Background: an optimization exercise with open tools, aiming at a short achievable clock period and few clock cycles. Do not read the settings as production practice.
In this exercise RTL edits were held to simulation tests only and were not proved equivalent to the original.
Power and IR drop assume default switching activity.

Setup of rev 12:
// mips_cpu
module mips_cpu (
    input  wire logic        clk,
    input  wire logic        clk_en,
    input  wire logic        reset,
    input  wire logic [31:0] r_data,
    output logic             wr_en,
    output logic [31:0]      mem_addr,
    output logic [31:0]      w_data
);
    localparam int IB = 5;               
    localparam int CN = 1 << IB;         
    localparam int TB = 9 - IB;          
    localparam int PW = CN - 4;          
    localparam logic [5:0] OP_R    = 6'h00;
    localparam logic [5:0] OP_J    = 6'h02;
    localparam logic [5:0] OP_BEQ  = 6'h04;
    localparam logic [5:0] OP_BNE  = 6'h05;
    localparam logic [5:0] OP_ADDI = 6'h08;
    localparam logic [5:0] OP_LW   = 6'h23;
    localparam logic [5:0] OP_SW   = 6'h2b;
    localparam logic [2:0] A_ADD = 3'd0;
    localparam logic [2:0] A_SUB = 3'd1;
    localparam logic [2:0] A_AND = 3'd2;
    localparam logic [2:0] A_OR  = 3'd3;
    localparam logic [2:0] A_SLT = 3'd4;
    logic [31:0]   pc_f;     
    logic [CN-1:0] f_oh;     
  ...
Size: about 19,000 cells after synthesis, roughly 100 I/O pins, roughly 250,000 um2 of cells after synthesis.
clock: 10.0 ns
lec_check: 0
abc_clock_period_in_ps: 4500
cap_margin: 20
core_margin: 2
core_utilization: 40
place_density: 0.55
setup_slack_margin: 5
slew_margin: 20
synth_hierarchical: 1
tns_end_percent: 10
run.sh (not shown) runs the stock make flow with config.mk's settings and CLKGATE_MAP_FILE= SYNTH_SCRIPT=/design/flow/synth_recipe.tcl, a recipe that flattens the netlist after the stock synthesis.
Testbench counts of rev 12, summed over its fixed seeds: cycles 51,086.
> inputs changed (rev 12 -> rev 13)
--- a/flow/design.v
+++ b/flow/design.v
@@ -185,15 +185,14 @@
     localparam logic [2:0] A_SLT = 3'd4;
     logic [31:0]   pc_f;     
     logic [CN-1:0] f_oh;     
     logic          fport_q;  
     logic [31:0]   pf_q;     
     logic          pf_ok;    
     logic [CN-1:0] pf_oh;    
-    logic [31:0]   addr_q;   
     logic        d_v;
     logic [31:0] d_imm;
     logic        d_y_imm;    
     logic [4:0]  d_rs;
     logic [4:0]  d_rt;
     logic [4:0]  d_rs2;      
     logic [4:0]  d_rt2;
@@ -374,15 +373,15 @@
     assign hit_seq = cacheable(seq_f) && |(m_s & s_oh);
     assign hit_pf  = cacheable(pf_q) && c_val[cidx(pf_q)] && (c_tag[cidx(pf_q)] == ctag(pf_q));
     logic port_fetch;    
     logic port_pf;       
     logic m_store;       
     assign port_fetch = !m_v && fport_q;
     assign port_pf    = !m_v && !fport_q;
-    assign mem_addr = addr_q;
+    assign mem_addr = m_v ? m_addr : (fport_q ? pc_f : pf_q);
     assign w_data   = m_wd;
     assign wr_en    = m_store && clk_en;
     logic [31:0] fill_a;
     logic [31:2] fill_bt;
     logic [31:2] fill_tgt;
     logic [31:0] fill_seq;
     assign fill_a   = port_fetch ? pc_f : pf_q;
@@ -571,15 +570,14 @@
         if (reset) begin
             pc_f    <= 32'h0000_0000;
             f_oh    <= onehot(cidx(32'h0000_0000));
             fport_q <= 1'b1;
             pf_q    <= 32'h0000_0000;
             pf_ok   <= 1'b1;
             pf_oh   <= onehot(cidx(32'h0000_0000));
-            addr_q  <= 32'h0000_0000;
             d_v     <= 1'b0;
             e_v     <= 1'b0;
             m_v     <= 1'b0;
             m_store <= 1'b0;
             c_val   <= '0;
             bht     <= '0;
             lp_hi   <= '1;
@@ -588,17 +586,14 @@
             pc_f    <= pc_n;
             fport_q <= fport_n;
             pf_q    <= pf_n;
             pf_ok   <= cacheable(pf_n);
             pf_oh   <= onehot(cidx(pf_n));
             if (mispred)   f_oh <= e_pred ? e_seq_oh : e_tgt_oh;
             else if (f_go) f_oh <= f_npc_oh;
-            if (m_v_n)        addr_q <= sum;
-            else if (fport_n) addr_q <= pc_n;
-            else              addr_q <= pf_n;
             if (mispred) begin
                 d_v <= 1'b0;
             end else if (load_use) begin
             end else if (f_go) begin
                 d_v      <= 1'b1;
                 d_imm    <= f_imm;
                 d_y_imm  <= !(f_is_r || f_is_br);
Findings:
Layout checks on rev 13: not met. Flow itself completed; violations: max-capacitance violations, max-slew violations. Rev 13: transition time of the tightest slew-check pin 600 ps above rev 12. In the reports for rev 12 and rev 13, the larger post-layout total power belongs to rev 12. Compared to rev 12, rev 13 has die outline area about 0.9% lower. Going from rev 12 to rev 13, synthesized cell count decreased by 2.1% relative to the old numbers, worst setup slack increased by 310 ps relative to the old numbers, via count decreased by 4,671 relative to the old numbers, fmax increased by about 5.6% relative to the old numbers, post-layout net count decreased by 463 relative to the old numbers. [diff] netlist area before placement, rev 13 relative to rev 12: improvement. Comparing rev 12 and rev 13, logic gate share of total power is higher on rev 12. Routing usage on met1 was lower in the run labelled rev 13.
Testbench counts of rev 13, summed over its fixed seeds: cycles 51,086.

-- separate check: timing with driven ports --
Ports are ideal in the flow. The routed layouts listed here were re-timed in OpenROAD.
Step 1 (the two cells are an assumption about what drives the block):
set clk [get_ports {clk}]
set_driving_cell -lib_cell sky130_fd_sc_hd__clkbuf_16 $clk
set_driving_cell -lib_cell sky130_fd_sc_hd__buf_2 [delete_from_list [all_inputs] $clk]
Step 2, shift: input delay + t, output delay - t, t = (earliest + latest rising clock arrival at the registers) / 2. This alone moves slack from input paths to output paths.
a / b / c = no drivers / after step 1 / after step 2; a / b = the first two.
run | t (ns) | setup slack, ns | worst setup path at the end | slew at the worst register clock pin (ns) | cell pins on the clock port's net
rev 12 | 1.244 | 4.170 / 4.170 / 3.024 | input to register | 0.07 / 0.07 | 1
rev 13 | 1.274 | 4.478 / 4.376 / 3.438 | input to register | 0.08 / 0.08 | 1
For rev 12, which loses most, drivers alone change the setup slack by 0.000 ns; drivers and shift together by -1.146 ns.
